Source: an optimization exercise on an open RTL-to-GDS flow (aim: small area, a short achievable clock period and few clock cycles per item). Production flows keep margins and buffers that such runs may drop.
RTL that was checked went through simulation tests only; none was proved equivalent to the original.
Only the layout flow was run in runs 1, 2, 4 and 5; the RTL was not checked for function there.
Power and IR drop assume default switching activity.

`flow/constraint.sdc`:
```
create_clock -name core_clock -period 10.0 [get_ports {clk}]
set_input_delay 2.0000 -clock core_clock [delete_from_list [all_inputs] [get_ports {clk}]]
set_output_delay 2.0000 -clock core_clock [all_outputs]
set_load 0.01 [all_outputs]
```
`flow/flow/run.sh`:
```
#!/bin/bash
# Standard layout, with plain buffers on the ports instead of the delay cells buffer_ports picks
set -euo pipefail
export BUFFER_PORTS_ARGS="-buffer_cell sky130_fd_sc_hd__buf_1"
bash standard.sh > standard.log 2>&1
```
`flow/config.mk`:
```
export PLATFORM = sky130hd
export DESIGN_NAME = execute_stage
export DESIGN_NICKNAME = execute_stage
export VERILOG_FILES = /design/flow/design.v
export SDC_FILE = /design/flow/constraint.sdc
export NUM_CORES = 4
export LEC_CHECK = 0
export ABC_AREA = 1
export CAP_MARGIN = 20
export CORE_MARGIN = 2
export CORE_UTILIZATION = 40
export SETUP_SLACK_MARGIN = 1.8
export SLEW_MARGIN = 20
export TNS_END_PERCENT = 20
```
`flow/standard.sh`:
```
#!/bin/bash
# synth_recipe.tcl (not shown) runs the flow's synth.tcl, then flattens the netlist and writes it again
# the make line also repeats each setting of config.mk as NAME=value (left out here)
make -C /OpenROAD-flow-scripts/flow DESIGN_CONFIG=/design/flow/config.mk WORK_HOME=/design/flow/orfs CLKGATE_MAP_FILE= SYNTH_SCRIPT=/design/flow/synth_recipe.tcl "${@:-finish}"
```
`flow/design.v`:
```
`timescale 1ns/1ns
package exec_pkg;
   localparam int GHSR_WIDTH_DEFAULT = 8;
   typedef enum logic [3:0] {
      ALU_ADD   = 4'd0,
      ALU_SUB   = 4'd1,
      ALU_SLL   = 4'd2,
      ALU_SLT   = 4'd3,
      ALU_SLTU  = 4'd4,
      ALU_XOR   = 4'd5,
      ALU_SRL   = 4'd6,
      ALU_SRA   = 4'd7,
      ALU_OR    = 4'd8,
      ALU_AND   = 4'd9,
      ALU_LUI   = 4'd10,  
      ALU_MUL   = 4'd11,
      ALU_MULHU = 4'd12,
      ALU_DIVU  = 4'd13,
      ALU_REMU  = 4'd14
   } alu_op_type;
   typedef enum logic [2:0] {
      BR_EQ  = 3'd0,
      BR_NE  = 3'd1,
      BR_LT  = 3'd2,
      BR_GE  = 3'd3,
      BR_LTU = 3'd4,
      BR_GEU = 3'd5
   } branch_op_type;
   typedef enum logic [1:0] {
      MEM_BYTE = 2'd0,
      MEM_HALF = 2'd1,
      MEM_WORD = 2'd2
   } mem_size_type;
   typedef enum logic [1:0] {
      FWD_NONE   = 2'b00,  
      FWD_MEM_WB = 2'b01,
      FWD_EX_MEM = 2'b10
   } fwd_sel_type;
   typedef struct packed {
      alu_op_type    alu_op;
      logic          alu_src;    
      logic          is_branch;
      branch_op_type branch_op;
      logic          is_jump;    
      logic          is_jumpr;   
      logic          mem_read;
      logic          mem_write;
      mem_size_type  mem_size;
      logic          is_mul;     
   } control_type;
   typedef struct packed {
      logic                          pred_taken;
      logic [31:0]                   pred_target;
      logic [GHSR_WIDTH_DEFAULT-1:0] pred_ghsr;  
   } branch_predict_type;
endpackage
`timescale 1ns/1ns
import exec_pkg::*;
module operand_select (
   input  logic [31:0] data1,
   input  logic [31:0] data2,
   input  logic [1:0]  fwd_sel_rs1,
   input  logic [1:0]  fwd_sel_rs2,
   input  logic [31:0] fwd_data_ex_mem,
   input  logic [31:0] fwd_data_mem_wb,
   output logic [31:0] ops_rs1,
   output logic [31:0] ops_rs2
);
   function automatic logic [31:0] fwd_pick(input logic [1:0] sel, input logic [31:0] rf);
      logic s_mw;
      logic s_em;
      logic s_rf;
      s_mw     = ~sel[1] & sel[0];
      s_em     = sel[1] & ~sel[0];
      s_rf     = ~(s_mw | s_em);
      fwd_pick = (rf & {32{s_rf}}) | (fwd_data_mem_wb & {32{s_mw}})
               | (fwd_data_ex_mem & {32{s_em}});
   endfunction
   assign ops_rs1 = fwd_pick(fwd_sel_rs1, data1);
   assign ops_rs2 = fwd_pick(fwd_sel_rs2, data2);
endmodule
`timescale 1ns/1ns
import exec_pkg::*;
module alu (
   input  logic [31:0] left,
   input  logic [31:0] right,
   input  logic [3:0]  alu_op,
   output logic [31:0] sum,           
   output logic [31:0] other_result,  
   output logic [31:0] xor_bits,      
   output logic        lt_signed,     
   output logic        lt_unsigned
);
   logic        sub;
   logic [32:0] sum_c;
   logic [31:0] sh_rev;
   logic        sh_fill;
   logic [31:0] sh_out;
   logic [31:0] sh_out_rev;
   assign sub   = (alu_op == 4'd1) | (alu_op == 4'd3) | (alu_op == 4'd4);
   assign sum_c = {1'b0, left} + {1'b0, sub ? ~right : right} + {32'd0, sub};
   assign sum   = sum_c[31:0];
   assign lt_unsigned = ~sum_c[32];
   assign lt_signed   = (left[31] ^ right[31]) ? left[31] : sum_c[31];
   assign sh_fill = (alu_op == 4'd7) & left[31];
   always_comb begin
      for (int i = 0; i < 32; i++) sh_rev[i] = left[31 - i];
   end
   assign sh_out = $unsigned($signed({sh_fill, (alu_op == 4'd2) ? sh_rev : left}) >>> right[4:0]);
   always_comb begin
      for (int i = 0; i < 32; i++) sh_out_rev[i] = sh_out[31 - i];
   end
   assign xor_bits = left ^ right;
   assign other_result = (sh_out_rev   & {32{alu_op == 4'd2}})
                       | (xor_bits     & {32{alu_op == 4'd5}})
                       | (sh_out       & {32{alu_op[3:1] == 3'b011}})   
                       | ((left | right) & {32{alu_op == 4'd8}})
                       | ((left & right) & {32{alu_op == 4'd9}})
                       | (right        & {32{alu_op == 4'd10}});
endmodule
`timescale 1ns/1ns
import exec_pkg::*;
module branch_unit #(
   parameter int GHSR_WIDTH = exec_pkg::GHSR_WIDTH_DEFAULT
) (
   input  logic [31:0]           rs1,
   input  logic [31:0]           rs2,
   input  logic [31:0]           imm,
   input  logic [31:0]           pc,
   input  logic [31:0]           rs1_plus_imm,
   input  logic [31:0]           xor_bits,      
   input  exec_pkg::control_type ctrl,
   input  exec_pkg::branch_predict_type branch_predict,
   output logic                  branch_taken,
   output logic [31:0]           branch_target_pc,
   output logic                  branch_flush,
   output logic [GHSR_WIDTH-1:0] ghsr_restore
);
   logic        cond_true;
   logic        eq;
   logic        lt_unsigned;
   logic        lt_signed;
   logic [31:0] pred;
   logic [31:0] pc_x;
   logic [31:0] pc_k;
   logic [31:0] rs_x;
   logic [31:0] rs_k;
   logic        pc_match;
   logic        rs_match;
   logic        target_match;
   assign eq          = (xor_bits == 32'd0);
   assign lt_unsigned = (rs1 < rs2);
   assign lt_signed   = (rs1[31] ^ rs2[31]) ? rs1[31] : lt_unsigned;
   always_comb begin
      case (ctrl.branch_op)
         BR_EQ:   cond_true = eq;
         BR_NE:   cond_true = ~eq;
         BR_LT:   cond_true = lt_signed;
         BR_GE:   cond_true = ~lt_signed;
         BR_LTU:  cond_true = lt_unsigned;
         BR_GEU:  cond_true = ~lt_unsigned;
         default: cond_true = 1'b0;
      endcase
   end
   assign branch_taken = ctrl.is_jump | ctrl.is_jumpr | (ctrl.is_branch & cond_true);
   assign branch_target_pc = ({rs1_plus_imm[31:1], 1'b0} & {32{ctrl.is_jumpr}})
                           | ((pc + imm) & {32{~ctrl.is_jumpr}});
   assign pred = branch_predict.pred_target;
   assign pc_x = pc ^ imm;
   assign rs_x = rs1 ^ imm;
   always_comb begin
      pc_k[0] = 1'b0;
      rs_k[0] = 1'b0;
      rs_k[1] = rs1[0] & imm[0];        
      for (int i = 1; i < 32; i++) begin
         pc_k[i] = (pc[i-1] & imm[i-1]) | (pc_x[i-1] & ~pred[i-1]);
         if (i > 1) rs_k[i] = (rs1[i-1] & imm[i-1]) | (rs_x[i-1] & ~pred[i-1]);
      end
   end
   assign pc_match     = ((pc_x ^ pred ^ pc_k) == 32'd0);
   assign rs_match     = ((rs_x[31:1] ^ pred[31:1] ^ rs_k[31:1]) == 31'd0) & ~pred[0];
   assign target_match = ctrl.is_jumpr ? rs_match : pc_match;
   assign branch_flush = (ctrl.is_branch | ctrl.is_jump | ctrl.is_jumpr)
                       & (branch_taken ? (~branch_predict.pred_taken | ~target_match)
                                       : branch_predict.pred_taken);
   assign ghsr_restore = {branch_predict.pred_ghsr[GHSR_WIDTH-2:0], branch_taken};
endmodule
`timescale 1ns/1ns
import exec_pkg::*;
module mul_div (
   input  logic        clk,
   input  logic        reset,
   input  logic        is_mul,
   input  logic [3:0]  alu_op,
   input  logic [31:0] a,
   input  logic [31:0] b,
   output logic [31:0] muldiv_result,
   output logic        muldiv_ready
);
   logic        busy_q;
   logic        div_q;    
   logic [4:0]  cnt_q;
   logic [31:0] x_q;      
   logic [63:0] p_q;
   logic        is_div;
   logic        last;
   logic [5:0]  lz_a;
   logic [5:0]  lz_b;
   logic [2:0]  top_a;
   logic [2:0]  top_b;
   logic        swap;
   logic        b_zero;
   logic [31:0] align_value;
   logic [4:0]  align_amount;
   logic [31:0] b_aligned;
   logic [3:0]  digit;
   logic [35:0] row_acc;
   logic [35:0] row0;
   logic [36:0] low_sum;
   logic [27:0] hi_inc;
   logic [63:0] p_mul;
   logic        qbit;
   logic [31:0] rem_next;
   logic [31:0] quo_next;
   logic [63:0] p_step;
   function automatic logic [5:0] clz32(input logic [31:0] v);
      logic [5:0] n;
      n = 6'd32;
      for (int i = 0; i < 32; i++) if (v[i]) n = 6'(31 - i);
      clz32 = n;
   endfunction
   function automatic logic [2:0] top_digit(input logic [31:0] v);
      logic [2:0] t;
      t = 3'd0;
      for (int i = 1; i < 8; i++) if (v[4*i +: 4] != 4'd0) t = 3'(i);
      top_digit = t;
   endfunction
   assign is_div = alu_op[2] & (alu_op[1] | alu_op[0]);  
   assign last   = (cnt_q == 5'd0);
   assign lz_a   = clz32(a);
   assign lz_b   = clz32(b);
   assign b_zero = (b == 32'd0);
   assign top_a  = top_digit(a);
   assign top_b  = top_digit(b);
   assign swap   = top_a < top_b;
   assign align_value  = (!is_div && swap) ? a : b;
   assign align_amount = is_div ? ((!b_zero && lz_b >= lz_a) ? 5'(lz_b - lz_a) : 5'd0)
                                : {~(swap ? top_a : top_b), 2'b00};
   assign b_aligned    = align_value << align_amount;
   assign digit   = div_q ? 4'b0001 : p_q[63:60];
   assign row_acc = div_q ? {4'b0000, p_q[63:32]} : {p_q[31:0], 4'b0000};
   assign row0    = {{4{div_q}}, (x_q & {32{digit[0]}}) ^ {32{div_q}}};
   assign low_sum = {1'b0, row_acc} + {1'b0, row0}
                  + {4'b0, x_q & {32{digit[1]}}, 1'b0}
                  + {3'b0, x_q & {32{digit[2]}}, 2'b0}
                  + {2'b0, x_q & {32{digit[3]}}, 3'b0}
                  + {36'd0, div_q};
   assign hi_inc  = p_q[59:32] + 28'd1;
   assign p_mul   = {low_sum[36] ? hi_inc : p_q[59:32], low_sum[35:0]};
   assign qbit     = low_sum[36];
   assign rem_next = qbit ? low_sum[31:0] : p_q[63:32];
   assign p_step   = div_q ? {rem_next, quo_next} : p_mul;
   assign quo_next = {p_q[30:0], qbit};
   always_ff @(posedge clk) begin
      if (reset) begin
         busy_q <= 1'b0;
      end else begin
         busy_q <= is_mul & ~(busy_q & last);
      end
   end
   always_ff @(posedge clk) begin
      if (!busy_q) begin
         div_q <= is_div;
         if (is_div) begin
            cnt_q <= align_amount;
            x_q   <= b_aligned;
            p_q   <= {a, {32{b_zero}}};
         end else begin
            cnt_q <= {2'b00, swap ? top_a : top_b};
            x_q   <= swap ? b : a;
            p_q   <= {b_aligned, 32'd0};
         end
      end else begin
         cnt_q <= cnt_q - 5'd1;
         p_q   <= p_step;
         if (div_q) x_q <= {1'b0, x_q[31:1]};
      end
   end
   assign muldiv_result = alu_op[0] ? p_step[31:0] : p_step[63:32];
   assign muldiv_ready = busy_q & last;
endmodule
`timescale 1ns/1ns
import exec_pkg::*;
module result_select (
   input  logic [31:0] rs2,
   input  logic [31:0] pc,
   input  exec_pkg::control_type ctrl,
   input  logic [31:0] sum,
   input  logic [31:0] other_result,
   input  logic        lt_signed,
   input  logic        lt_unsigned,
   input  logic [31:0] muldiv_result,
   output logic [31:0] rd_data,
   output logic [31:0] memory_data
);
   logic        link;
   logic        use_sum;
   logic        use_lt;
   logic        lt;
   logic [31:0] early;
   assign memory_data[7:0]   = rs2[7:0];
   assign memory_data[15:8]  = (ctrl.mem_size == MEM_BYTE) ? rs2[7:0] : rs2[15:8];
   assign memory_data[23:16] = (ctrl.mem_size == MEM_BYTE || ctrl.mem_size == MEM_HALF) ? rs2[7:0]
                                                                                      : rs2[23:16];
   assign memory_data[31:24] = (ctrl.mem_size == MEM_BYTE) ? rs2[7:0]
                             : (ctrl.mem_size == MEM_HALF) ? rs2[15:8] : rs2[31:24];
   assign link    = ctrl.is_jump | ctrl.is_jumpr;
   assign use_sum = ~link & (ctrl.alu_op[3:1] == 3'd0);
   assign use_lt  = ~link & ((ctrl.alu_op == 4'd3) | (ctrl.alu_op == 4'd4));
   assign lt      = ctrl.alu_op[0] ? lt_signed : lt_unsigned;
   assign early = ({pc[31:2] + 30'd1, pc[1:0]} & {32{link}})  
                | (muldiv_result & {32{ctrl.is_mul}})
                | other_result;
   assign rd_data = early | (sum & {32{use_sum}}) | {31'd0, use_lt & lt};
endmodule
`timescale 1ns/1ns
import exec_pkg::*;
module execute_stage #(
   parameter int GHSR_WIDTH = exec_pkg::GHSR_WIDTH_DEFAULT
) (
   input  logic                  clk,
   input  logic                  reset,
   input  logic [31:0]           data1,
   input  logic [31:0]           data2,
   input  logic [31:0]           pc,
   input  logic [31:0]           immediate_data,
   input  logic [15:0]           control_in,      
   input  logic [40:0]           branch_predict,  
   input  logic [1:0]            fwd_sel_rs1,     
   input  logic [1:0]            fwd_sel_rs2,
   input  logic [31:0]           fwd_data_ex_mem,
   input  logic [31:0]           fwd_data_mem_wb,
   output logic [15:0]           control_out,
   output logic [31:0]           rd_data,
   output logic [31:0]           branch_target_pc,
   output logic                  branch_flush,
   output logic [31:0]           memory_data,
   output logic [31:0]           memory_addr,
   output logic                  ex2if_branch_valid,
   output logic                  ex2if_branch_taken,
   output logic [31:0]           ex2if_branch_addr,
   output logic [31:0]           ex2if_branch_target_addr,
   output logic                  ex2if_branch_update_ghsr,
   output logic [GHSR_WIDTH-1:0] ex2if_ghsr_restore,
   output logic                  muldiv_ready
);
   exec_pkg::control_type        ctrl;
   exec_pkg::branch_predict_type bp;
   logic [31:0] rs1;
   logic [31:0] rs2;
   logic [31:0] right;
   logic [31:0] sum;
   logic [31:0] other_result;
   logic [31:0] xor_bits;
   logic        lt_signed;
   logic        lt_unsigned;
   logic [31:0] muldiv_result;
   assign ctrl = control_in;
   assign bp   = branch_predict;
   operand_select operand_select_i (
      .data1           (data1),
      .data2           (data2),
      .fwd_sel_rs1     (fwd_sel_rs1),
      .fwd_sel_rs2     (fwd_sel_rs2),
      .fwd_data_ex_mem (fwd_data_ex_mem),
      .fwd_data_mem_wb (fwd_data_mem_wb),
      .ops_rs1         (rs1),
      .ops_rs2         (rs2)
   );
   assign right = ctrl.alu_src ? immediate_data : rs2;
   assign memory_addr = rs1 + immediate_data;
   alu alu_i (
      .left        (rs1),
      .right       (right),
      .alu_op      (ctrl.alu_op),
      .sum         (sum),
      .other_result(other_result),
      .xor_bits    (xor_bits),
      .lt_signed   (lt_signed),
      .lt_unsigned (lt_unsigned)
   );
   branch_unit #(
      .GHSR_WIDTH (GHSR_WIDTH)
   ) branch_unit_i (
      .rs1              (rs1),
      .rs2              (rs2),
      .imm              (immediate_data),
      .pc               (pc),
      .rs1_plus_imm     (memory_addr),
      .xor_bits         (xor_bits),
      .ctrl             (ctrl),
      .branch_predict   (bp),
      .branch_taken     (ex2if_branch_taken),
      .branch_target_pc (branch_target_pc),
      .branch_flush     (branch_flush),
      .ghsr_restore     (ex2if_ghsr_restore)
   );
   mul_div mul_div_i (
      .clk           (clk),
      .reset         (reset),
      .is_mul        (ctrl.is_mul),
      .alu_op        (ctrl.alu_op),
      .a             (rs1),
      .b             (rs2),
      .muldiv_result (muldiv_result),
      .muldiv_ready  (muldiv_ready)
   );
   result_select result_select_i (
      .rs2           (rs2),
      .pc            (pc),
      .ctrl          (ctrl),
      .sum           (sum),
      .other_result  (other_result),
      .lt_signed     (lt_signed),
      .lt_unsigned   (lt_unsigned),
      .muldiv_result (muldiv_result),
      .rd_data       (rd_data),
      .memory_data   (memory_data)
   );
   assign ex2if_branch_valid       = ctrl.is_branch | ctrl.is_jump | ctrl.is_jumpr;
   assign ex2if_branch_update_ghsr = ctrl.is_branch;
   assign ex2if_branch_addr        = pc;
   assign ex2if_branch_target_addr = branch_target_pc;
   assign control_out              = control_in;
endmodule
```
==> reports/results.tsv, run 1 <==
stage	metric	value	unit
die	total die area	77400	um^2
detailed_routing	DRC	0	
detailed_routing	Routed wire per std cell	27.1	um
setup_path	critical path endpoint category	primary output	
timing	Rel. slew slack	29.6	%
setup_path	R2R setup slack	4.40	ns
logic_synthesis	top cell type's share of synthesized area	18.1	%
logic_synthesis	synth top area cells	nand2_1, fa_1, ha_1, o21ai_0, nand3_1	
die	# rows	100	
logic_synthesis	Synth Warn #	4	
finish	final net count	5895	
setup_path	cell family with most CP delay	simple AND/OR/NAND/NOR gates	
logic_synthesis	synthesized area per cell	6.17	um^2
logic_synthesis	leading area contributor after synthesis	nand2_1	
grt	first-pass GRT wire length	238000	um
finish	non-filler instance count after layout	6225	
placed_design	placed insts	6140	
setup_path	crit path cell chain	buf_1 > inv_1 > ha_4 > buf_4 > buf_4 > nand2_1 > nand3_1 > nand2_1 > o21ai_2 > ha_1 > nor4_2 > nand4_1 > or2_2 > nor2_1 > a211oi_1 > inv_1 > nand2_1 > o21ai_1 > a21oi_1 > nor2_1 > buf_1	
min_path	worst hold path depth	1	
timing	fin crit period	8.37	ns
detailed_routing	router iterations before antenna repair	6	
detailed_routing	Routed Wire Length	169000	um
placed_design	DP Area	32600	um^2
pwr	peak supply drop	0.212	mV
setup_path	kind of critical path	input port to primary output	
setup_path	Startpoint Class	input port	
timing	Clock Skews	0.0161	ns
timing	FMAX	119	MHz
die	DIE WIDTH	278	um
timing	RSZ-0062 raised after global routing	yes	
pwr	Pleak	15.7	nW
timing	Hold Violations, Final	0	
grt	initial antenna violation count	24	
setup_path	Max FO, Critical Path	12	
placed_design	GP Congestion	1.08	
logic_synthesis	mapped cell area	30100	um^2
timing	Worst Tran Pin Value	1.03	ns
die	Starting Density	40.4	%
die	I/O pin count	476	
grt	vias in the first global route	34715	
run	Max Cap Viol	0	
die	die height	278	um
finish	filler instances	8099	
timing	Final period util	83.7	%
logic_synthesis	Post-synth ARST share	0	%
detailed_routing	final antenna-violating net count	0	
die	Core Area	74400	um^2
setup_path	slowest stage cell, crit path	or2_2	
timing	Setup violations, final	0	
clocking	Bufs on Longest Clock Path	2	
logic_synthesis	count of different cell masters after synthesis	69	
setup_path	Critical Path AT	6.37	ns
setup_path	WP buf/inv	6	
setup_path	crit-path max cell delay	0.47	ns
min_path	worst hold path class	flip-flop to flip-flop	
placed_design	Place WS	0.977	ns
grt	grt total ovfl	0	
logic_synthesis	Yosys reg bits	103	
logic_synthesis	main flop type after synthesis	dfxtp_1	
timing	Setup TNS	0	ns
setup_path	most used cell, CP	nand2_1	
logic_synthesis	EDFF count, synth	33	
timing	WHS	0.509	ns
logic_synthesis	sequential-to-total area share from yosys stat	7.96	%
setup_path	critical path depth in cells	21	
detailed_routing	Iter 0 DRT Violations	4870	
finish	share of layout cells above drive strength 1	9.24	%
finish	synthesis-to-finish area growth	14.9	%
grt	Global Route Usage Sum	42.1	%
grt	largest net degree at the start of global routing	72	
timing	setup ws final	1.63	ns
finish	post-route cell area	34500	um^2
setup_path	FF-to-FF path depth	29	
detailed_routing	Via Count	37671	
clocking	Reg clk slew, reported paths	0.08	ns
clocking	CTS buffer count	9	
placed_design	Port-buffer cells	456	
clocking	CTS H-tree lvls	3	
clocking	clk sinks	103	
logic_synthesis	post-synth net total	5533	
logic_synthesis	Synth Instances	4871	
clocking	clk latency of the worst-skew pair	0.37	ns
detailed_routing	Vias/cell	6.05	
clocking	Root Driver	clkbuf_16	
status	outcome	no timing/DRC/antenna violations	
placed_design	hpwl dp	135000	um
pwr	PD cells	244	nW/um^2
setup_path	critical path required time	8.00	ns
clocking	TritonCTS clock tree	done	
timing	Pins Over Slew Limit	0	
==> worst paths after layout <==
kind / start / end
setup / recovery: fwd_sel_rs2[1] / branch_flush
hold / removal: mul_div_i.cnt_q[0] / mul_div_i.cnt_q[0]
setup reg to reg: mul_div_i.div_q / mul_div_i.p_q[33]
hold reg to reg: mul_div_i.cnt_q[0] / mul_div_i.cnt_q[0]
==> stage by stage <==
| stage | utilization, % | power (mW) |
|---|---|---|
| finish | 46.4 | 8.44 |
| global route | 46.4 | 9.03 |
| CTS | 45.7 | 8.02 |
| detailed placement | 43.7 | 7.00 |
| global placement | 43.7 | 6.99 |
| floorplan | - | 4.86 |
==> cell families after synthesis <==
logic type,count (synthesis),synth area share (%)
AND/OR/NAND/NOR,2306,32.3
AO/OA/AOI/OAI,1006,19.9
buffers and inverters,813,11.8
adder cells (fa/ha/maj),407,21.0
XOR/XNOR,197,5.74
flip-flops,103,7.96
multiplexers,39,1.30
==> layout by cell type, fill, tap and decap left out, drive strengths merged, types with 28 or more instances in the layout <==
master  netlist  final
a21oi       247    247
nand3       410    410
xnor2        51     51
nor2        273    273
dfxtp        70     70
nand2      1453   1453
nor3         54     54
fa          162    162
xor2        146    146
nand4        48     48
mux2i        38     38
or2          33     33
buf         165    636
edfxtp       33     33
a31oi        28     28
o221ai       35     35
inv         503    499
o21ai       456    456
ha          245    245
o211ai       65     65
==> per-layer routing <==
layer	GRT usage, %	wire, um	part of all wire (%)	vias up
met2	60.2	67700	40	2533
li1	-	-	-	16969
met4	27.7	13600	8.1	4
met5	0	26	0.015	-
met1	56.1	66300	39	17690
met3	9.86	21300	13	475
==> area by class of cell <==
type	count	area, um^2	share of cell area (%)
antenna	18	45.0	0.130
clock buffer	9	225	0.652
clock inverter	7	56.3	0.163
inverter	511	1950	5.65
multi-input combinational	3955	25100	72.6
sequential	103	2390	6.93
tap	969	1210	3.51
timing repair buffer	651	3560	10.3
timing repair inverter	2	12.5	0.0362
==> Yosys cell counts, types with 16 or more instances <==
cell,instances
a211oi_1,18
a21oi_1,247
a221oi_1,19
a31oi_1,26
a32oi_1,26
buf_1,20
buf_2,38
buf_4,96
clkbuf_1,137
dfxtp_1,70
edfxtp_1,33
fa_1,162
ha_1,245
inv_1,487
inv_2,16
mux2i_1,38
nand2_1,1447
nand3_1,392
nand3_2,17
nand4_1,48
nor2_1,264
nor3_1,52
nor4_1,25
o2111ai_1,24
o211ai_1,65
o21a_1,20
o21ai_0,408
o21ai_1,42
o221ai_1,35
o31ai_1,17
or2_2,23
xnor2_1,51
xor2_1,146
==> timing repair <==
item | CTS | global route
gates resized for setup | 192 | 84
pin swaps | 39 | 32
endpoints found under the setup margin | 104 | 130
gates cloned | 8 | 2
setup buffers | 24 | 15
hold endpoints to repair | 0 | 0
hold buffers | 0 | 0
==> report_power, final <==
part	switching, mW	total [mW]	internal [mW]	leakage, nW
clock	0.189	0.362	0.173	0.142
combinational	4.80	7.29	2.50	14.6
sequential	0.198	0.780	0.582	0.936
==> flip-flops by register name, summed over array words and instances (netlist names) <==
register,cells
mul_div_i.p_q,64
mul_div_i.x_q,32
mul_div_i.cnt_q,5
mul_div_i.busy_q,1
mul_div_i.div_q,1
==> run 2, diff against run 1 <==
--- a/flow/config.mk
+++ b/flow/config.mk
@@ -10,5 +10,4 @@
 export CORE_MARGIN = 2
 export CORE_UTILIZATION = 40
-export SETUP_SLACK_MARGIN = 1.8
+export SETUP_SLACK_MARGIN = 1.2
 export SLEW_MARGIN = 20
-export TNS_END_PERCENT = 20
==> run 2 against run 1 <==
Still clean on timing, DRC and antenna; worst setup slack worse by 0.33 ns; critical path depth is 1 higher; non-clock buffer count is 38 lower; register-to-register slack worse by 0.25 ns; power is 9.2% lower; flip-flop and latch count stayed put; clock-buffer cell count stayed put; via count is 1.5% lower; cell area is 3.8% lower; clock power hardly changed; sequential share of layout area is 0.27 points higher; combinational power is 11% lower.
==> reports/results.tsv, run 2 <==
stage	metric	value	unit	change
clocking	Root Driver	clkbuf_16		unchanged
timing	Hold Violations, Final	0		unchanged
timing	WHS	0.505	ns	was 0.509 ns
detailed_routing	DRC	0		unchanged
timing	Setup TNS	0	ns	unchanged
finish	most common cell after layout, fill and taps aside	nand2_1		unchanged
grt	largest net degree at the start of global routing	72		unchanged
setup_path	kind of critical path	input port to primary output		unchanged
logic_synthesis	top cell type's share of synthesized area	18.1	%	unchanged
grt	initial antenna violation count	26		was 24
die	total die area	77400	um^2	unchanged
finish	synthesis-to-finish area growth	10.6	%	was 14.9%
setup_path	Startpoint Class	input port		unchanged
min_path	worst hold path depth	1		unchanged
detailed_routing	final antenna-violating net count	0		unchanged
timing	Setup violations, final	0		unchanged
logic_synthesis	most frequent cells after synthesis	nand2_1, inv_1, o21ai_0		unchanged
logic_synthesis	Yosys reg bits	103		unchanged
finish	Reg with most FFs	mul_div_i.p_q		unchanged
detailed_routing	Iter 0 DRT Violations	5288		was 4870
detailed_routing	router iterations before antenna repair	10		was 6
clocking	clk latency of the worst-skew pair	0.37	ns	about the same
finish	final net count	5856		was 5895
pwr	PD cells	230	nW/um^2	was 244 nW/um^2
die	die height	278	um	unchanged
timing	Rel. slew slack	18.6	%	was 29.6%
pwr	Pleak	15.3	nW	was 15.7 nW
finish	most frequent cells in the layout	nand2_1, inv_1, buf_1		unchanged
placed_design	GP Congestion	1.08		unchanged
logic_synthesis	Synth Instances	4871		unchanged
clocking	clk sinks	103		unchanged
logic_synthesis	synthesized area per cell	6.17	um^2	unchanged
grt	first-pass GRT wire length	234000	um	was 238000 um
logic_synthesis	post-synth net total	5533		unchanged
logic_synthesis	main flop type after synthesis	dfxtp_1		unchanged
logic_synthesis	EDFF count, synth	33		unchanged
die	# rows	100		unchanged
setup_path	Critical Path AT	6.70	ns	was 6.37 ns
clocking	TritonCTS clock tree	done		unchanged
timing	Pins Over Slew Limit	0		unchanged
logic_synthesis	sequential-to-total area share from yosys stat	7.96	%	unchanged
grt	Global Route Usage Sum	41.4	%	was 42.1%
logic_synthesis	count of different cell masters after synthesis	69		unchanged
logic_synthesis	mapped cell area	30100	um^2	unchanged
setup_path	critical path endpoint category	primary output		unchanged
die	Core Area	74400	um^2	unchanged
setup_path	Max FO, Critical Path	8		was 12
setup_path	crit path capture	rd_data[0]		was branch_flush
setup_path	R2R setup slack	4.15	ns	was 4.40 ns
pwr	Final Power	7.66	mW	was 8.44 mW
setup_path	FF-to-FF path depth	27		was 29
die	I/O pin count	476		unchanged
detailed_routing	Routed wire per std cell	26.9	um	was 27.1 um
setup_path	CP startpoint	fwd_sel_rs1[0]		was fwd_sel_rs2[1]
finish	filler instances	8250		was 8099
logic_synthesis	leading area contributor after synthesis	nand2_1		unchanged
timing	Worst Tran Pin Value	1.21	ns	was 1.03 ns
clocking	CTS H-tree lvls	3		unchanged
grt	grt total ovfl	0		unchanged
detailed_routing	Vias/cell	6.00		was 6.05
grt	vias in the first global route	34162		was 34.7k
finish	Sequential Area	2390	um^2	unchanged
finish	Top Registers	mul_div_i.p_q (64), mul_div_i.x_q (32), mul_div_i.cnt_q (5)		unchanged
finish	Largest register FFs	64		unchanged
timing	Clock Skews	0.0166	ns	was 0.0161 ns
detailed_routing	Via Count	37107		was 37.7k
logic_synthesis	Synth Warn #	4		unchanged
die	DIE WIDTH	278	um	unchanged
finish	area occupied by multi-input gates	24400	um^2	was 25100 um^2
logic_synthesis	Post-synth ARST share	0	%	unchanged
pwr	peak supply drop	0.181	mV	was 0.212 mV
logic_synthesis	synth top area cells	nand2_1, fa_1, ha_1, o21ai_0, nand3_1		unchanged
detailed_routing	Routed Wire Length	166000	um	was 169000 um
timing	Final period util	87.0	%	was 83.7%
finish	share of layout cells above drive strength 1	6.17	%	was 9.24%
clocking	Reg clk slew, reported paths	0.08	ns	about the same
timing	RSZ-0062 raised after global routing	yes		unchanged
setup_path	Critical R2R Launch	mul_div_i.div_q		unchanged
timing	FMAX	115	MHz	was 119 MHz
setup_path	RR Endpoint	mul_div_i.p_q[33]		unchanged
die	Starting Density	40.4	%	unchanged
setup_path	critical path required time	8.00	ns	about the same
placed_design	Port-buffer cells	456		unchanged
clocking	hold_buf cts	0		unchanged
placed_design	hpwl dp	135000	um	unchanged
status	outcome	no timing/DRC/antenna violations		unchanged
timing	fin crit period	8.70	ns	was 8.37 ns
clocking	Bufs on Longest Clock Path	2		unchanged
clocking	CTS buffer count	9		unchanged
logic_synthesis	most frequent cell after synthesis	nand2_1		unchanged
run	Max Cap Viol	0		unchanged
min_path	worst hold path class	flip-flop to flip-flop		unchanged
==> run 2: metal layers <==
layer | routed length [um] | vias to the layer above | share of wire, % | track usage (%)
met4 | 12800 | 10 | 7.7 | 26.0
met2 | 67200 | 2382 | 40 | 59.6
met3 | 19800 | 463 | 12 | 9.13
met1 | 66400 | 17361 | 40 | 55.8
met5 | 62 | - | 0.037 | 0
li1 | - | 16891 | - | -
==> run 2: metrics by stage <==
| step | worst slack, ns | cell area [um^2] | cells | util, % |
|---|---|---|---|---|
| global placement | 1.01 | 32500 | 6139 | 43.7 |
| finish | 1.30 | 33200 | 6186 | 44.7 |
| CTS | 1.20 | 32900 | 6158 | 44.2 |
| floorplan | 1.90 | 30100 | 4871 | - |
| detailed placement | 0.977 | 32600 | 6140 | 43.7 |
| global route | 1.19 | 33200 | 6183 | 44.6 |
==> run 2: final cells by class <==
class	count	area share, %
repair inverters	1	0.0226
clock inverters	7	0.169
multi-input cells	3955	73.3
clock buffers	9	0.678
well taps	969	3.65
inverters	511	5.81
diodes	18	0.136
flip-flops and latches	103	7.20
repair buffers	613	9.04
==> run 2: timing repair <==
item                                    in CTS  in global routing
cloned                                       1                  2
pin swaps                                    5                  7
gates resized for setup                     18                 73
endpoints found under the setup margin      31                 74
buffers inserted                             1                  6
==> run 2: worst min path at each step <==
| stage | startpoint | endpoint | slack, ns |
|---|---|---|---|
| after floorplan | mul_div_i.cnt_q[0] | mul_div_i.cnt_q[0] | 0.45 |
| after global placement | mul_div_i.cnt_q[0] | mul_div_i.cnt_q[0] | 0.48 |
| after detailed placement | mul_div_i.cnt_q[0] | mul_div_i.cnt_q[0] | 0.49 |
| after CTS | mul_div_i.cnt_q[0] | mul_div_i.cnt_q[0] | 0.50 |
| after global routing | mul_div_i.cnt_q[0] | mul_div_i.cnt_q[0] | 0.56 |
| final | mul_div_i.cnt_q[0] | mul_div_i.cnt_q[0] | 0.50 |
==> run 2: kinds of logic (layout without fill, tap and decap cells) <==
logic type,after synthesis,in the layout,share of synthesized area [%]
DFF,103,103,7.96
adders and majority gates,407,407,21.0
xor gates and xnor gates,197,197,5.74
muxes,39,39,1.30
buffers and inverters,813,1141,11.8
and+or+nand+nor,2306,2306,32.3
AOI/OAI and AO/OA,1006,1006,19.9
other,0,18,0
==> run 2: power by group <==
part | internal (mW) | switching, mW
Combinational | 2.07 | 4.45
Sequential | 0.582 | 0.195
Clock | 0.173 | 0.189
==> run 2: critical path, cell delays in order <==
cell and delay (ns):
buf_1 0.15, inv_1 0.10, ha_4 0.28, nand2_1 0.09
nand3_2 0.59, inv_1 0.91, o21ai_0 0.27, nand2_1 0.14
nand3_1 0.08, o21ai_0 0.10, inv_1 0.11, nand2_1 0.06
o21ai_0 0.14, nand2_1 0.14, nand2_1 0.06, nand2_1 0.06
o21ai_0 0.23, nand2_1 0.14, o2111ai_1 0.21, a221oi_1 0.47
nand2_1 0.19, buf_1 0.17
==> run 3, diff against run 2 <==
--- a/flow/design.v
+++ b/flow/design.v
@@ -243,5 +243,5 @@
    assign top_a  = top_digit(a);
    assign top_b  = top_digit(b);
-   assign swap   = top_a < top_b;
+   assign swap   = 1'b0;
    assign align_value  = (!is_div && swap) ? a : b;
    assign align_amount = is_div ? ((!b_zero && lz_b >= lz_a) ? 5'(lz_b - lz_a) : 5'd0)
--- a/flow/config.mk
+++ b/flow/config.mk
@@ -10,4 +10,4 @@
 export CORE_MARGIN = 2
 export CORE_UTILIZATION = 40
-export SETUP_SLACK_MARGIN = 1.2
+export SETUP_SLACK_MARGIN = 1.5
 export SLEW_MARGIN = 20
==> run 3 against run 2 <==
Clock power about the same; sequential share of layout area increased by 0.073 points; first-iteration DRC count decreased by 36%; worst setup slack improved by 0.35 ns; sequential power decreased by 7.3%; power decreased by 4.1%; utilization increased by 0.63 points; critical path type unchanged; largest cell class unchanged; largest power group unchanged; highest routed layer unchanged.
==> reports/results.tsv, run 3 <==
stage	metric	value	unit	change
logic_synthesis	post-synth net total	5313		was 5533
logic_synthesis	Synth Area in XOR/XNOR	5.72	%	was 5.74%
logic_synthesis	EDFF count, synth	33		unchanged
pwr	Pleak	14.9	nW	was 15.3 nW
logic_synthesis	synth top area cells	nand2_1, fa_1, ha_1, o21ai_0, inv_1		was nand2_1, fa_1, ha_1, o21ai_0, nand3_1
clocking	Reg clk slew, reported paths	0.08	ns	about the same
detailed_routing	Via Count	34334		was 37.1k
clocking	CTS buffer count	9		unchanged
timing	fin crit period	8.35	ns	was 8.70 ns
timing	FMAX	120	MHz	was 115 MHz
logic_synthesis	synthesized area per cell	6.28	um^2	was 6.17 um^2
setup_path	Startpoint Class	input port		unchanged
timing	Setup TNS	0	ns	unchanged
die	I/O pin count	476		unchanged
min_path	hold worst-path end	mul_div_i.cnt_q[0]		unchanged
setup_path	kind of critical path	input port to primary output		unchanged
logic_synthesis	Yosys reg bits	103		unchanged
setup_path	Max FO, Critical Path	26		was 8
logic_synthesis	count of different cell masters after synthesis	75		was 69
setup_path	Critical R2R Launch	mul_div_i.div_q		unchanged
finish	filler instances	7999		was 8250
min_path	worst hold path depth	1		unchanged
logic_synthesis	complex-gate fraction of the synthesized area	22.1	%	was 19.9%
clocking	hold_buf cts	0		unchanged
setup_path	crit-path max cell delay	0.48	ns	was 0.91 ns
clocking	clk sinks	103		unchanged
status	outcome	no timing/DRC/antenna violations		unchanged
placed_design	Place WS	0.887	ns	was 0.977 ns
min_path	hold_sp	mul_div_i.cnt_q[0]		unchanged
timing	setup ws final	1.65	ns	was 1.30 ns
timing	Hold Violations, Final	0		unchanged
logic_synthesis	Adder-Cell Fraction of Synth Area	21.3	%	was 21.0%
setup_path	crit path cell chain	buf_1 > inv_1 > ha_4 > buf_8 > nand2_1 > nand3_1 > buf_4 > inv_1 > fa_1 > nand2_1 > o21ai_0 > a211oi_1 > o2111ai_1 > nor4_1 > nand3_1 > nor2_1 > o211ai_1 > a21oi_1 > nor2_2 > buf_1		was buf_1 > inv_1 > ha_4 > nand2_1 > nand3_2 > inv_1 > o21ai_0 > nand2_1 > nand3_1 > o21ai_0 > inv_1 > nand2_1 > o21ai_0 > nand2_1 > nand2_1 > nand2_1 > o21ai_0 > nand2_1 > o2111ai_1 > a221oi_1 > nand2_1 > buf_1
setup_path	slowest stage cell, crit path	fa_1		was inv_1
placed_design	DP Area	31600	um^2	was 32600 um^2
logic_synthesis	most frequent cells after synthesis	nand2_1, inv_1, o21ai_0		unchanged
logic_synthesis	post-synthesis simple-gate area fraction	28.7	%	was 32.3%
die	DIE WIDTH	274	um	was 278 um
finish	final net count	5660		was 5856
grt	Global Route Usage Sum	38.5	%	was 41.4%
logic_synthesis	main flop type after synthesis	dfxtp_1		unchanged
logic_synthesis	Post-synth ARST share	0	%	unchanged
detailed_routing	router iterations before antenna repair	6		was 10
grt	grt total ovfl	0		unchanged
grt	vias in the first global route	32857		was 34.2k
finish	most common cell after layout, fill and taps aside	nand2_1		unchanged
grt	first-pass GRT wire length	213000	um	was 234000 um
grt	largest net degree at the start of global routing	83		was 72
detailed_routing	final antenna-violating net count	0		unchanged
timing	Setup violations, final	0		unchanged
logic_synthesis	most frequent cell after synthesis	nand2_1		unchanged
setup_path	R2R setup slack	4.44	ns	was 4.15 ns
logic_synthesis	sequential-to-total area share from yosys stat	8.18	%	was 7.96%
setup_path	critical path required time	8.00	ns	about the same
timing	Clock Skews	0.0147	ns	was 0.0166 ns
logic_synthesis	mapped cell area	29300	um^2	was 30100 um^2
min_path	worst hold path class	flip-flop to flip-flop		unchanged
finish	Top Registers	mul_div_i.p_q (64), mul_div_i.x_q (32), mul_div_i.cnt_q (5)		unchanged
setup_path	RR Endpoint	mul_div_i.p_q[35]		was mul_div_i.p_q[33]
detailed_routing	Routed Wire Length	150000	um	was 166000 um
pwr	PD cells	223	nW/um^2	was 230 nW/um^2
die	Starting Density	40.2	%	was 40.4%
placed_design	hpwl dp	124000	um	was 135000 um
logic_synthesis	multiplexer area fraction after synthesis	1.58	%	was 1.30%
finish	Largest register FFs	64		unchanged
clocking	Root Driver	clkbuf_16		unchanged
clocking	CTS H-tree lvls	3		unchanged
timing	Final period util	83.5	%	was 87.0%
clocking	Bufs on Longest Clock Path	2		unchanged
detailed_routing	DRC	0		unchanged
finish	post-route cell area	32900	um^2	was 33200 um^2
finish	synthesis-to-finish area growth	12.5	%	was 10.6%
finish	Reg with most FFs	mul_div_i.p_q		unchanged
pwr	Final Power	7.35	mW	was 7.66 mW
detailed_routing	Vias/cell	5.75		was 6.00
logic_synthesis	leading area contributor after synthesis	nand2_1		unchanged
run	Max Cap Viol	0		unchanged
die	Core Area	72700	um^2	was 74400 um^2
timing	RSZ-0062 raised after global routing	yes		unchanged
pwr	peak supply drop	0.310	mV	was 0.181 mV
die	# rows	99		was 100
timing	Rel. slew slack	28.6	%	was 18.6%
die	die height	274	um	was 278 um
timing	WHS	0.461	ns	was 0.505 ns
detailed_routing	Iter 0 DRT Violations	3385		was 5288
logic_synthesis	Synth Instances	4656		was 4871
clocking	clk latency of the worst-skew pair	0.37	ns	about the same
placed_design	GP Congestion	1.06		was 1.08
logic_synthesis	top cell type's share of synthesized area	17.0	%	was 18.1%
setup_path	Critical Path AT	6.35	ns	was 6.70 ns
timing	Worst Tran Pin Value	1.07	ns	was 1.21 ns
grt	initial antenna violation count	7		was 26
clocking	TritonCTS clock tree	done		unchanged
placed_design	Port-buffer cells	456		unchanged
finish	share of layout cells above drive strength 1	8.99	%	was 6.17%
logic_synthesis	Synth Warn #	4		unchanged
die	total die area	75300	um^2	was 77400 um^2
detailed_routing	Routed wire per std cell	25.1	um	was 26.9 um
setup_path	critical path endpoint category	primary output		unchanged
logic_synthesis	combinational family with the most area after synthesis	simple AND/OR/NAND/NOR gates		unchanged
setup_path	FF-to-FF path depth	32		was 27
timing	Pins Over Slew Limit	0		unchanged
finish	most frequent cells in the layout	nand2_1, inv_1, buf_1		unchanged
-- run 3: changes by cell type in the layout (fill, tap and decap cells not counted), moves of 12 or more --
cell      previous run  this run
a21oi_2              6        18
a32oi_1             26         0
and3_1               4        19
buf_4              143       171
diode_2             18         3
inv_2               14        26
nand2_1           1444      1311
nand2_2              7        30
nand3_1            388       162
nor2_1             256       282
o21ai_1             50        82
o221ai_1            35        62
-- run 3: metal layers --
metal | up-vias | share of wire, % | GRT usage, %
li1 | 16145 | - | -
met3 | 337 | 8.8 | 7.52
met4 | 4 | 7.1 | 23.3
met2 | 1627 | 44 | 60.8
met5 | - | 0.019 | 0
met1 | 16221 | 40 | 48.4
-- run 3: where the power goes --
part | internal (mW) | switching [mW] | leakage, nW
Clock | 0.175 | 0.184 | 0.145
Combinational | 2.07 | 4.20 | 13.8
Sequential | 0.571 | 0.149 | 0.938
-- run 3: what timing repair did --
action / CTS / global route
pin swaps: 11 / 29
gates resized for setup: 61 / 119
setup buffers: 8 / 25
gates cloned: 0 / 4
hold endpoints to repair: 0 / 0
setup endpoints to repair: 48 / 108
-- run 3: cell families (layout without fill, tap and decap cells) --
kind of cell    count (synthesis)  in the layout
simple gates                 2014           2014
flops                         103            103
buf+inv                       821           1173
mux                            46             46
fa+ha+maj                     402            402
other cells                     0              3
compound gates               1079           1079
xor+xnor                      191            191
-- run 3: layout make-up --
cell class | count | area, um^2 | area share (%)
Inverter | 515 | 1960 | 5.94
Clock buffer | 9 | 225 | 0.684
Sequential cell | 103 | 2390 | 7.27
Antenna cell | 3 | 7.51 | 0.0228
Multi-Input combinational cell | 3732 | 23800 | 72.2
Tap cell | 959 | 1200 | 3.64
Clock inverter | 7 | 60.1 | 0.182
Timing Repair Buffer | 642 | 3300 | 10.0
-- run 3: through the flow --
stage               std cells  utilization, %
global placement         5914            43.5
CTS                      5938            44.3
finish                   5970            45.3
floorplan                4656               -
detailed placement       5914            43.5
global route             5969            45.3
-- run 3: how the worst max path moves through the flow --
| stage | startpoint | endpoint | slack [ns] | cells after the start |
|---|---|---|---|---|
| after floorplan | fwd_sel_rs2[0] | rd_data[24] | 1.74 | 34 |
| after global placement | mul_div_i.div_q | rd_data[1] | 0.94 | 29 |
| after detailed placement | mul_div_i.div_q | rd_data[1] | 0.89 | 29 |
| after CTS | mul_div_i.div_q | rd_data[1] | 1.42 | 34 |
| after global routing | control_in[12] | rd_data[24] | 1.40 | 26 |
| final | fwd_sel_rs1[0] | branch_flush | 1.65 | 20 |
-- run 3: worst max-delay path, delay by kind of cell --
| kind | cells | cell delay, ns |
|---|---|---|
| simple gates | 7 | 1.33 |
| compound gates | 5 | 1.15 |
| buf+inv | 6 | 1.01 |
| fa+ha+maj | 2 | 0.83 |
Testbench counts of run 3, summed over its fixed seeds: cycles 35,945, instrs 24,164.
==> run 4, diff against run 3 <==
--- a/flow/design.v
+++ b/flow/design.v
@@ -243,5 +243,5 @@
    assign top_a  = top_digit(a);
    assign top_b  = top_digit(b);
-   assign swap   = 1'b0;
+   assign swap   = top_a < top_b;
    assign align_value  = (!is_div && swap) ? a : b;
    assign align_amount = is_div ? ((!b_zero && lz_b >= lz_a) ? 5'(lz_b - lz_a) : 5'd0)
==> flow/flow/run.sh (replaced) <==
#!/bin/bash
# Standard layout, with plain buffers on the ports instead of the delay cells buffer_ports picks,
# and ORFS's power recovery after global routing (downsizes gates off the critical paths)
set -euo pipefail
export BUFFER_PORTS_ARGS="-buffer_cell sky130_fd_sc_hd__buf_2"
export RECOVER_POWER=100
bash standard.sh > standard.log 2>&1
==> run 4 against run 3 <==
The layout now fails its checks (max-capacitance violations, max-slew violations); synthesized cell count is 4.6% higher; cell area is 4.6% higher; combinational power is 16% higher; critical endpoint is now rd_data[29]; worst hold slack better by 0.050 ns; via count is 8.9% higher; highest routed layer unchanged; non-clock buffer count is 23 lower; critical path type unchanged; routed wire length is 16% higher; sequential power is 9.2% higher; cell count is 3.7% higher.
==> reports/results.tsv, run 4 <==
stage	metric	value	unit	change
status	outcome	finished with violations		was no timing/DRC/antenna violations
status	SO Faults	max-capacitance violations, max-slew violations		
setup_path	critical path required time	8.00	ns	about the same
grt	initial antenna violation count	26		was 7
finish	synthesis-to-finish area growth	14.5	%	was 12.5%
placed_design	hpwl dp	140000	um	was 124000 um
pwr	peak supply drop	0.205	mV	was 0.310 mV
setup_path	Startpoint Class	input port		unchanged
timing	fin crit period	9.14	ns	was 8.35 ns
logic_synthesis	complex-gate fraction of the synthesized area	19.9	%	was 22.1%
pwr	Comb power frac	86.2	%	was 85.3%
setup_path	R2R setup slack	3.73	ns	was 4.44 ns
setup_path	slowest stage cell, crit path	clkbuf_1		was fa_1
pwr	Final Power	8.44	mW	was 7.35 mW
pwr	Clk pwr share	4.4	%	was 4.9%
logic_synthesis	Adder-Cell Fraction of Synth Area	21.0	%	was 21.3%
finish	Top Registers	mul_div_i.p_q (64), mul_div_i.x_q (32), mul_div_i.cnt_q (5)		unchanged
grt	routing usage on met2	63.1	%	was 60.8%
logic_synthesis	multiplexer area fraction after synthesis	1.30	%	was 1.58%
detailed_routing	Vias/cell	6.04		was 5.75
min_path	worst hold path class	flip-flop to flip-flop		unchanged
clocking	Root Driver	clkbuf_16		unchanged
timing	FMAX	109	MHz	was 120 MHz
logic_synthesis	count of different cell masters after synthesis	69		was 75
pwr	PD cells	245	nW/um^2	was 223 nW/um^2
logic_synthesis	sequential-to-total area share from yosys stat	7.96	%	was 8.18%
clocking	Bufs on Longest Clock Path	2		unchanged
placed_design	GP Congestion	1.05		was 1.06
clocking	clk sinks	103		unchanged
timing	Rel. slew slack	-55.5	%	was 28.6%
clocking	CTS buffer count	9		unchanged
grt	first-pass GRT wire length	240000	um	was 213000 um
clocking	Reg clk slew, reported paths	0.09	ns	was 0.08 ns
logic_synthesis	main flop type after synthesis	dfxtp_1		unchanged
logic_synthesis	combinational family with the most area after synthesis	simple AND/OR/NAND/NOR gates		unchanged
logic_synthesis	Synth Warn #	4		unchanged
finish	Reg with most FFs	mul_div_i.p_q		unchanged
logic_synthesis	most frequent cells after synthesis	nand2_1, inv_1, o21ai_0		unchanged
detailed_routing	Iter 0 DRT Violations	4725		was 3385
detailed_routing	Via Count	37379		was 34.3k
finish	Largest register FFs	64		unchanged
timing	Final period util	91.4	%	was 83.5%
finish	share of layout cells above drive strength 1	14.1	%	was 8.99%
die	die height	278	um	was 274 um
logic_synthesis	mapped cell area	30100	um^2	was 29300 um^2
setup_path	critical path endpoint category	primary output		unchanged
finish	most common cell after layout, fill and taps aside	nand2_1		unchanged
detailed_routing	Routed Wire Length	174000	um	was 150000 um
grt	grt total ovfl	0		unchanged
setup_path	most used cell, CP	nand2_1		
die	DIE WIDTH	278	um	was 274 um
clocking	CTS H-tree lvls	3		unchanged
grt	largest net degree at the start of global routing	72		was 83
timing	Hold Violations, Final	0		unchanged
logic_synthesis	Post-synth ARST share	0	%	unchanged
timing	Setup violations, final	0		unchanged
logic_synthesis	Synth Instances	4871		was 4656
setup_path	Critical Path AT	7.14	ns	was 6.35 ns
detailed_routing	DRC	0		unchanged
clocking	clk latency of the worst-skew pair	0.39	ns	was 0.37 ns
setup_path	crit-path max cell delay	0.84	ns	was 0.48 ns
pwr	Pint	3.25	mW	was 2.82 mW
pwr	Switching Share	61.5	%	was 61.7%
finish	final net count	5863		was 5660
timing	RSZ-0062 raised after global routing	yes		unchanged
setup_path	crit path cell chain	buf_2 > inv_1 > ha_4 > clkbuf_1 > nand2_1 > nand3_1 > nand2_1 > o21ai_0 > xor2_1 > ha_1 > nand2_1 > nor3_1 > nand3_1 > o21ai_0 > buf_4 > nand2_1 > o311ai_0 > a21oi_1 > o21ai_0 > nand4_1 > buf_2		was buf_1 > inv_1 > ha_4 > buf_8 > nand2_1 > nand3_1 > buf_4 > inv_1 > fa_1 > nand2_1 > o21ai_0 > a211oi_1 > o2111ai_1 > nor4_1 > nand3_1 > nor2_1 > o211ai_1 > a21oi_1 > nor2_2 > buf_1
timing	Worst Tran Pin Value	2.33	ns	was 1.07 ns
pwr	P_sw	5.19	mW	was 4.53 mW
setup_path	Max FO, Critical Path	23		was 26
grt	GR peak layer	met2		unchanged
logic_synthesis	synthesized area per cell	6.17	um^2	was 6.28 um^2
placed_design	Port-buffer cells	456		unchanged
logic_synthesis	post-synth net total	5533		was 5313
logic_synthesis	EDFF count, synth	33		unchanged
clocking	hold_buf cts	0		unchanged
timing	Clock Skews	0.0205	ns	was 0.0147 ns
timing	Setup TNS	0	ns	unchanged
grt	M3 GR Usage	9.23	%	was 7.52%
timing	Pins Over Slew Limit	208		was 0
logic_synthesis	leading area contributor after synthesis	nand2_1		unchanged
detailed_routing	router iterations before antenna repair	6		unchanged
grt	M1 GR Usage	58.2	%	was 48.4%
finish	most frequent cells in the layout	nand2_1, inv_1, nand3_1		was nand2_1, inv_1, buf_1
grt	vias in the first global route	34054		was 32.9k
die	# rows	100		was 99
detailed_routing	Routed wire per std cell	28.1	um	was 25.1 um
logic_synthesis	post-synthesis simple-gate area fraction	32.3	%	was 28.7%
pwr	Pleak	16.2	nW	was 14.9 nW
grt	Global Route Usage Sum	42.8	%	was 38.5%
clocking	TritonCTS clock tree	done		unchanged
logic_synthesis	top cell type's share of synthesized area	18.1	%	was 17.0%
die	I/O pin count	476		unchanged
die	Core Area	74400	um^2	was 72700 um^2
logic_synthesis	Yosys reg bits	103		unchanged
logic_synthesis	Synth Area in XOR/XNOR	5.74	%	was 5.72%
die	total die area	77400	um^2	was 75300 um^2
run	Max Cap Viol	7		was 0
setup_path	cell family with most CP delay	simple AND/OR/NAND/NOR gates		unchanged
logic_synthesis	synth top area cells	nand2_1, fa_1, ha_1, o21ai_0, nand3_1		was nand2_1, fa_1, ha_1, o21ai_0, inv_1
setup_path	WP buf/inv	5		was 6
setup_path	kind of critical path	input port to primary output		unchanged
die	Starting Density	40.4	%	was 40.2%
logic_synthesis	most frequent cell after synthesis	nand2_1		unchanged
detailed_routing	final antenna-violating net count	0		unchanged
pwr	register share of total power	9.3	%	was 9.8%
==> run 4: changes by cell type in the layout (fill, tap and decap cells not counted), sizes merged, moves of 26 or more <==
cell	change
nand3	+228
buf	-149
clkbuf	+127
nand2	+107
o21ai	-49
nor2	-35
o221ai	-31
a32oi	+26
==> run 4: layout make-up <==
| class | instances | area [um^2] |
|---|---|---|
| antenna | 18 | 45.0 |
| clock buffer | 10 | 229 |
| clock inverter | 6 | 51.3 |
| fill | 8208 | 40000 |
| inverter | 511 | 1950 |
| multi-input combinational | 3955 | 25000 |
| sequential | 103 | 2390 |
| tap | 969 | 1210 |
| timing repair buffer | 619 | 3580 |
| timing repair inverter | 2 | 12.5 |
==> run 4: power by group through the flow <==
stage	sequential [mW]	clock [mW]	combinational [mW]
5_1_grt	0.794	0.384	7.85
4_1_cts	0.771	0.371	6.47
6_report	0.786	0.375	7.28
3_5_place_dp	0.780	0	6.33
3_3_place_gp	0.779	0	6.31
2_1_floorplan	0.678	0	4.18
==> run 4: timing repair <==
action,CTS,global route
hold endpoints to repair,0,0
setup endpoints to repair,55,103
pin swaps,5,45
gates resized for setup,72,191
setup buffers,6,19
gates cloned,2,4
==> run 4: worst paths after layout <==
check | to | cells after the start | startpoint
worst max-delay path | rd_data[29] | 21 | fwd_sel_rs2[0]
worst min-delay path | mul_div_i.cnt_q[0] | 1 | mul_div_i.cnt_q[0]
worst max register to register | mul_div_i.p_q[33] | 27 | mul_div_i.div_q
worst min register to register | mul_div_i.cnt_q[0] | 1 | mul_div_i.cnt_q[0]
==> run 4: per-layer routing <==
metal	vias up	share of wire [%]	wire length [um]
li1	16897	-	-
met1	17665	40	70500
met2	2396	41	71100
met3	417	12	20600
met4	4	6.8	11800
met5	-	0.013	23
==> run 4: cell families (layout without fill, tap and decap cells) <==
| family | after synthesis | after routing |
|---|---|---|
| buffers and inverters | 813 | 1148 |
| adder cells (fa/ha/maj) | 407 | 407 |
| other | 0 | 18 |
| XOR/XNOR | 197 | 197 |
| multiplexers | 39 | 39 |
| AND/OR/NAND/NOR | 2306 | 2306 |
| flip-flops | 103 | 103 |
| AO/OA/AOI/OAI | 1006 | 1006 |
==> run 4: metrics by stage <==
stage | utilization [%] | hold slack [ns] | area [um^2] | instances | setup WS [ns]
after floorplan | - | 0.450 | 30100 | 4871 | 1.90
after detailed placement | 44.4 | 0.481 | 33000 | 6128 | 1.02
after CTS | 45.2 | 0.493 | 33700 | 6152 | 1.44
after global placement | 44.4 | 0.484 | 33000 | 6128 | 1.06
final | 46.3 | 0.511 | 34400 | 6193 | 0.865
after global routing | 46.2 | 0.529 | 34400 | 6188 | 0.691
==> run 4: worst register-to-register path: stages, from the launching register on <==
cell and delay, ns:
edfxtp_1 0.48, buf_6 0.18, nor2_1 0.52, buf_12 0.23, nand2_1 0.08, fa_1 0.49, fa_1 0.50, inv_1 0.05
fa_1 0.45, ha_1 0.29, fa_1 0.49, nand3_1 0.10, nand2_1 0.10, nand2_1 0.10, nand2_2 0.10, nand2_1 0.09
a21oi_2 0.07, nand2_1 0.06, nand2_1 0.08, nand2_1 0.09, nand2_2 0.07, a21boi_0 0.49, o21ai_2 0.20, nand2_2 0.12
o21ai_1 0.09, xor2_2 0.20, o21ai_2 0.21, o221ai_1 0.13
==> run 5, diff against run 4 <==
--- a/flow/design.v
+++ b/flow/design.v
@@ -130,4 +130,6 @@
    input  logic [31:0]           rs1_plus_imm,
    input  logic [31:0]           xor_bits,      
+   input  logic                  alu_lt_signed,    
+   input  logic                  alu_lt_unsigned,
    input  exec_pkg::control_type ctrl,
    input  exec_pkg::branch_predict_type branch_predict,
@@ -150,6 +152,6 @@
    logic        target_match;
    assign eq          = (xor_bits == 32'd0);
-   assign lt_unsigned = (rs1 < rs2);
-   assign lt_signed   = (rs1[31] ^ rs2[31]) ? rs1[31] : lt_unsigned;
+   assign lt_unsigned = alu_lt_unsigned;
+   assign lt_signed   = alu_lt_signed;
    always_comb begin
       case (ctrl.branch_op)
@@ -399,4 +401,6 @@
       .rs1_plus_imm     (memory_addr),
       .xor_bits         (xor_bits),
+      .alu_lt_signed    (lt_signed),
+      .alu_lt_unsigned  (lt_unsigned),
       .ctrl             (ctrl),
       .branch_predict   (bp),
==> flow/flow/run.sh (replaced) <==
#!/bin/bash
# Standard layout, with plain buffers on the ports instead of the delay cells buffer_ports picks
set -euo pipefail
export BUFFER_PORTS_ARGS="-buffer_cell sky130_fd_sc_hd__buf_1"
bash standard.sh > standard.log 2>&1
==> run 5 against run 4 <==
The run now finishes clean; flip-flop and latch count unchanged; utilization decreased by 0.42 points; via count decreased by 2.5%; routed wire length decreased by 6.6%; cell area decreased by 1.4%; global-route usage decreased by 2.3 points; fmax increased by 8.2%; register-to-register slack improved by 0.44 ns; cell count increased by 0.21%; non-clock buffer count increased by 22; worst setup slack improved by 0.70 ns; power decreased by 6.1%.
==> reports/results.tsv, run 5 <==
stage	metric	value	unit	change
status	outcome	no timing/DRC/antenna violations		was finished with violations
clocking	clk latency of the worst-skew pair	0.37	ns	was 0.39 ns
clocking	CTS buffer count	9		unchanged
timing	Setup violations, final	0		unchanged
detailed_routing	final antenna-violating net count	0		unchanged
die	Core Area	74100	um^2	was 74400 um^2
detailed_routing	DRC	0		unchanged
setup_path	R2R setup slack	4.17	ns	was 3.73 ns
detailed_routing	Routed Wire Length	163000	um	was 174000 um
grt	largest net degree at the start of global routing	77		was 72
clocking	TritonCTS clock tree	done		unchanged
timing	Hold Violations, Final	0		unchanged
min_path	hold worst-path end	mul_div_i.cnt_q[0]		unchanged
detailed_routing	Vias/cell	5.87		was 6.04
setup_path	critical path depth in cells	29		was 21
logic_synthesis	Yosys reg bits	103		unchanged
clocking	hold_buf cts	0		unchanged
die	DIE WIDTH	277	um	was 278 um
pwr	peak supply drop	0.150	mV	was 0.205 mV
grt	Global Route Usage Sum	40.5	%	was 42.8%
placed_design	hpwl dp	134000	um	was 140000 um
clocking	clk sinks	103		unchanged
logic_synthesis	main flop type after synthesis	dfxtp_1		unchanged
die	total die area	76600	um^2	was 77400 um^2
detailed_routing	Iter 0 DRT Violations	4001		was 4725
timing	Final period util	84.4	%	was 91.4%
setup_path	Critical R2R Launch	mul_div_i.div_q		unchanged
finish	Top Registers	mul_div_i.p_q (64), mul_div_i.x_q (32), mul_div_i.cnt_q (5)		unchanged
placed_design	GP Congestion	1.07		was 1.05
setup_path	cell family with most CP delay	adder cells		was simple AND/OR/NAND/NOR gates
clocking	Root Driver	clkbuf_16		unchanged
clocking	Reg clk slew, reported paths	0.07	ns	was 0.09 ns
setup_path	RR Endpoint	mul_div_i.p_q[36]		was mul_div_i.p_q[33]
setup_path	slowest stage cell, crit path	fa_1		was clkbuf_1
finish	synthesis-to-finish area growth	14.1	%	was 14.5%
detailed_routing	Routed wire per std cell	26.2	um	was 28.1 um
detailed_routing	router iterations before antenna repair	7		was 6
clocking	Bufs on Longest Clock Path	2		unchanged
logic_synthesis	EDFF count, synth	33		unchanged
logic_synthesis	Post-synth ARST share	0	%	unchanged
setup_path	critical path required time	8.00	ns	about the same
logic_synthesis	count of different cell masters after synthesis	70		was 69
placed_design	Port-buffer cells	456		unchanged
setup_path	most used cell, CP	nand2_1		unchanged
min_path	hold_sp	mul_div_i.cnt_q[0]		unchanged
timing	Worst Tran Pin Value	1.05	ns	was 2.33 ns
setup_path	kind of critical path	flip-flop to primary output		was input port to primary output
logic_synthesis	Synth Warn #	4		unchanged
timing	Pins Over Slew Limit	0		was 208
timing	fin crit period	8.44	ns	was 9.14 ns
logic_synthesis	Synth Instances	4867		was 4871
logic_synthesis	synth top area cells	nand2_1, fa_1, ha_1, o21ai_0, inv_1		was nand2_1, fa_1, ha_1, o21ai_0, nand3_1
die	# rows	100		unchanged
setup_path	WP buf/inv	10		was 5
logic_synthesis	post-synth net total	5498		was 5533
timing	RSZ-0062 raised after global routing	yes		unchanged
setup_path	Critical Path AT	6.44	ns	was 7.14 ns
setup_path	crit-path max cell delay	0.57	ns	was 0.84 ns
timing	Rel. slew slack	29.1	%	was -55.5%
timing	Setup TNS	0	ns	unchanged
finish	Reg with most FFs	mul_div_i.p_q		unchanged
min_path	worst hold path class	flip-flop to flip-flop		unchanged
finish	most common cell after layout, fill and taps aside	nand2_1		unchanged
grt	grt total ovfl	0		unchanged
timing	Clock Skews	0.00880	ns	was 0.0205 ns
run	Max Cap Viol	0		was 7
finish	filler instances	8193		was 8208
logic_synthesis	most frequent cells after synthesis	nand2_1, inv_1, o21ai_0		unchanged
finish	share of layout cells above drive strength 1	9.33	%	was 14.1%
logic_synthesis	leading area contributor after synthesis	nand2_1		unchanged
finish	most frequent cells in the layout	nand2_1, inv_1, buf_1		was nand2_1, inv_1, nand3_1
min_path	worst hold path depth	1		unchanged
logic_synthesis	top cell type's share of synthesized area	18.0	%	was 18.1%
pwr	Pleak	15.6	nW	was 16.2 nW
finish	Largest register FFs	64		unchanged
setup_path	Max FO, Critical Path	9		was 23
setup_path	Startpoint Class	flip-flop		was input port
logic_synthesis	sequential-to-total area share from yosys stat	8.04	%	was 7.96%
die	die height	277	um	was 278 um
die	I/O pin count	476		unchanged
logic_synthesis	most frequent cell after synthesis	nand2_1		unchanged
clocking	CTS H-tree lvls	3		unchanged
timing	WHS	0.486	ns	was 0.511 ns
die	Starting Density	40.2	%	was 40.4%
timing	FMAX	118	MHz	was 109 MHz
grt	vias in the first global route	33885		was 34.1k
logic_synthesis	synthesized area per cell	6.11	um^2	was 6.17 um^2
finish	final net count	5843		was 5863
grt	first-pass GRT wire length	228000	um	was 240000 um
setup_path	FF-to-FF path depth	28		was 27
detailed_routing	Via Count	36450		was 37.4k
grt	initial antenna violation count	20		was 26
pwr	PD cells	234	nW/um^2	was 245 nW/um^2
setup_path	critical path endpoint category	primary output		unchanged
logic_synthesis	mapped cell area	29800	um^2	was 30100 um^2
-- run 5: cell types whose count changed after synthesis, moves of 18 or more --
cell,change
nand2_1,-21
a21oi_1,-18
o21ai_0,+44
ha_1,-31
inv_1,+45
a32oi_1,-25
nand3_2,+18
nand3_1,-33
nor2_1,+25
-- run 5: per-stage QoR --
stage	cell area [um^2]	setup slack (ns)	total power [mW]	utilization [%]	std cells
6_report	33900	1.56	7.93	45.8	6206
4_1_cts	32900	1.50	7.18	44.4	6151
3_5_place_dp	32100	0.719	6.66	43.3	6120
2_1_floorplan	29800	1.63	4.65	-	4867
5_1_grt	33900	1.41	8.53	45.8	6201
3_3_place_gp	32100	0.773	6.65	43.3	6120
-- run 5: how the worst max path moves through the flow --
stage / slack, ns / startpoint / to
after floorplan: 1.63 / fwd_sel_rs2[0] / rd_data[26]
after global placement: 0.77 / fwd_sel_rs2[0] / branch_flush
after detailed placement: 0.72 / fwd_sel_rs1[0] / rd_data[26]
after CTS: 1.50 / fwd_sel_rs1[0] / memory_addr[30]
after global routing: 1.41 / mul_div_i.div_q / rd_data[28]
final: 1.56 / mul_div_i.div_q / rd_data[31]
-- run 5: repair_timing --
item	4_1_cts	5_1_grt
setup buffers	14	34
gates resized for setup	99	188
gates cloned	1	1
setup endpoints to repair	89	117
pin swaps	15	44
-- run 5: area by class of cell --
| type | instances | area, um^2 | share of cell area, % |
|---|---|---|---|
| multi-input cells | 3907 | 24600 | 72.5 |
| repair buffers | 641 | 3300 | 9.73 |
| flip-flops and latches | 103 | 2390 | 7.05 |
| inverters | 550 | 2090 | 6.15 |
| well taps | 969 | 1210 | 3.57 |
| clock buffers | 9 | 225 | 0.663 |
| clock inverters | 7 | 77.6 | 0.229 |
| diodes | 20 | 50.0 | 0.147 |
-- run 5: layer usage --
layer / vias up / global-route usage, % / share of wire [%]
li1: 16776 / - / -
met1: 17172 / 49.6 / 38
met2: 2042 / 62.4 / 43
met3: 458 / 6.55 / 8.9
met4: 2 / 34.0 / 10
met5: - / 0 / 0.0080
-- run 5: power breakdown --
| part | total (mW) | switching [mW] | internal (mW) |
|---|---|---|---|
| sequential | 0.720 | 0.154 | 0.566 |
| combinational | 6.84 | 4.53 | 2.31 |
| clock | 0.369 | 0.172 | 0.197 |
| total | 7.93 | 4.85 | 3.07 |
-- run 5: kinds of logic after synthesis --
logic type | count (synthesis) | synth area share, %
XOR/XNOR | 191 | 5.62
multiplexers | 48 | 1.61
AO/OA/AOI/OAI | 1018 | 20.0
flip-flops | 103 | 8.04
AND/OR/NAND/NOR | 2274 | 32.3
adder cells (fa/ha/maj) | 376 | 19.9
buffers and inverters | 857 | 12.6

==> static timing again, ports no longer ideal <==
No port has a modelled driver above. Below, the same layouts with a new extraction and two added sets of constraints. Step 1 (the two cells are an assumption about what drives the block):
set clk [get_ports {clk}]
set_driving_cell -lib_cell sky130_fd_sc_hd__clkbuf_16 $clk
set_driving_cell -lib_cell sky130_fd_sc_hd__buf_2 [delete_from_list [all_inputs] $clk]
Step 2 moves the port delays by t, midway between the first and last clock arrival at a register: inputs arrive t later, outputs are due t later. That takes back most of the time a late clock gives input paths. a / b / c = ideal ports / drivers / drivers and shift; a / b = the first two.
run | t (ns) | setup WS [ns] | latest minus earliest clock arrival (ns) | worst register clock-pin slew, ns | max-slew violations | pins driven straight from the clock port
run 1 | 0.411 | 1.630 / 1.601 / 1.608 | 0.016 / 0.016 | 0.09 / 0.09 | 0 / 0 | 1
run 2 | 0.410 | 1.297 / 1.275 / 1.275 | 0.018 / 0.017 | 0.09 / 0.09 | 0 / 0 | 1
run 3 | 0.419 | 1.646 / 1.605 / 1.434 | 0.015 / 0.015 | 0.08 / 0.08 | 0 / 0 | 1
run 4 | 0.430 | 0.865 / 0.846 / 0.820 | 0.021 / 0.021 | 0.09 / 0.09 | 208 / 233 | 1
run 5 | 0.414 | 1.560 / 1.511 / 1.389 | 0.009 / 0.009 | 0.07 / 0.07 | 0 / 0 | 1
The drivers bring new slew violations in run 4. The setup slack of run 3, which loses most, moves by -0.041 ns with the drivers and by -0.212 ns with both steps.
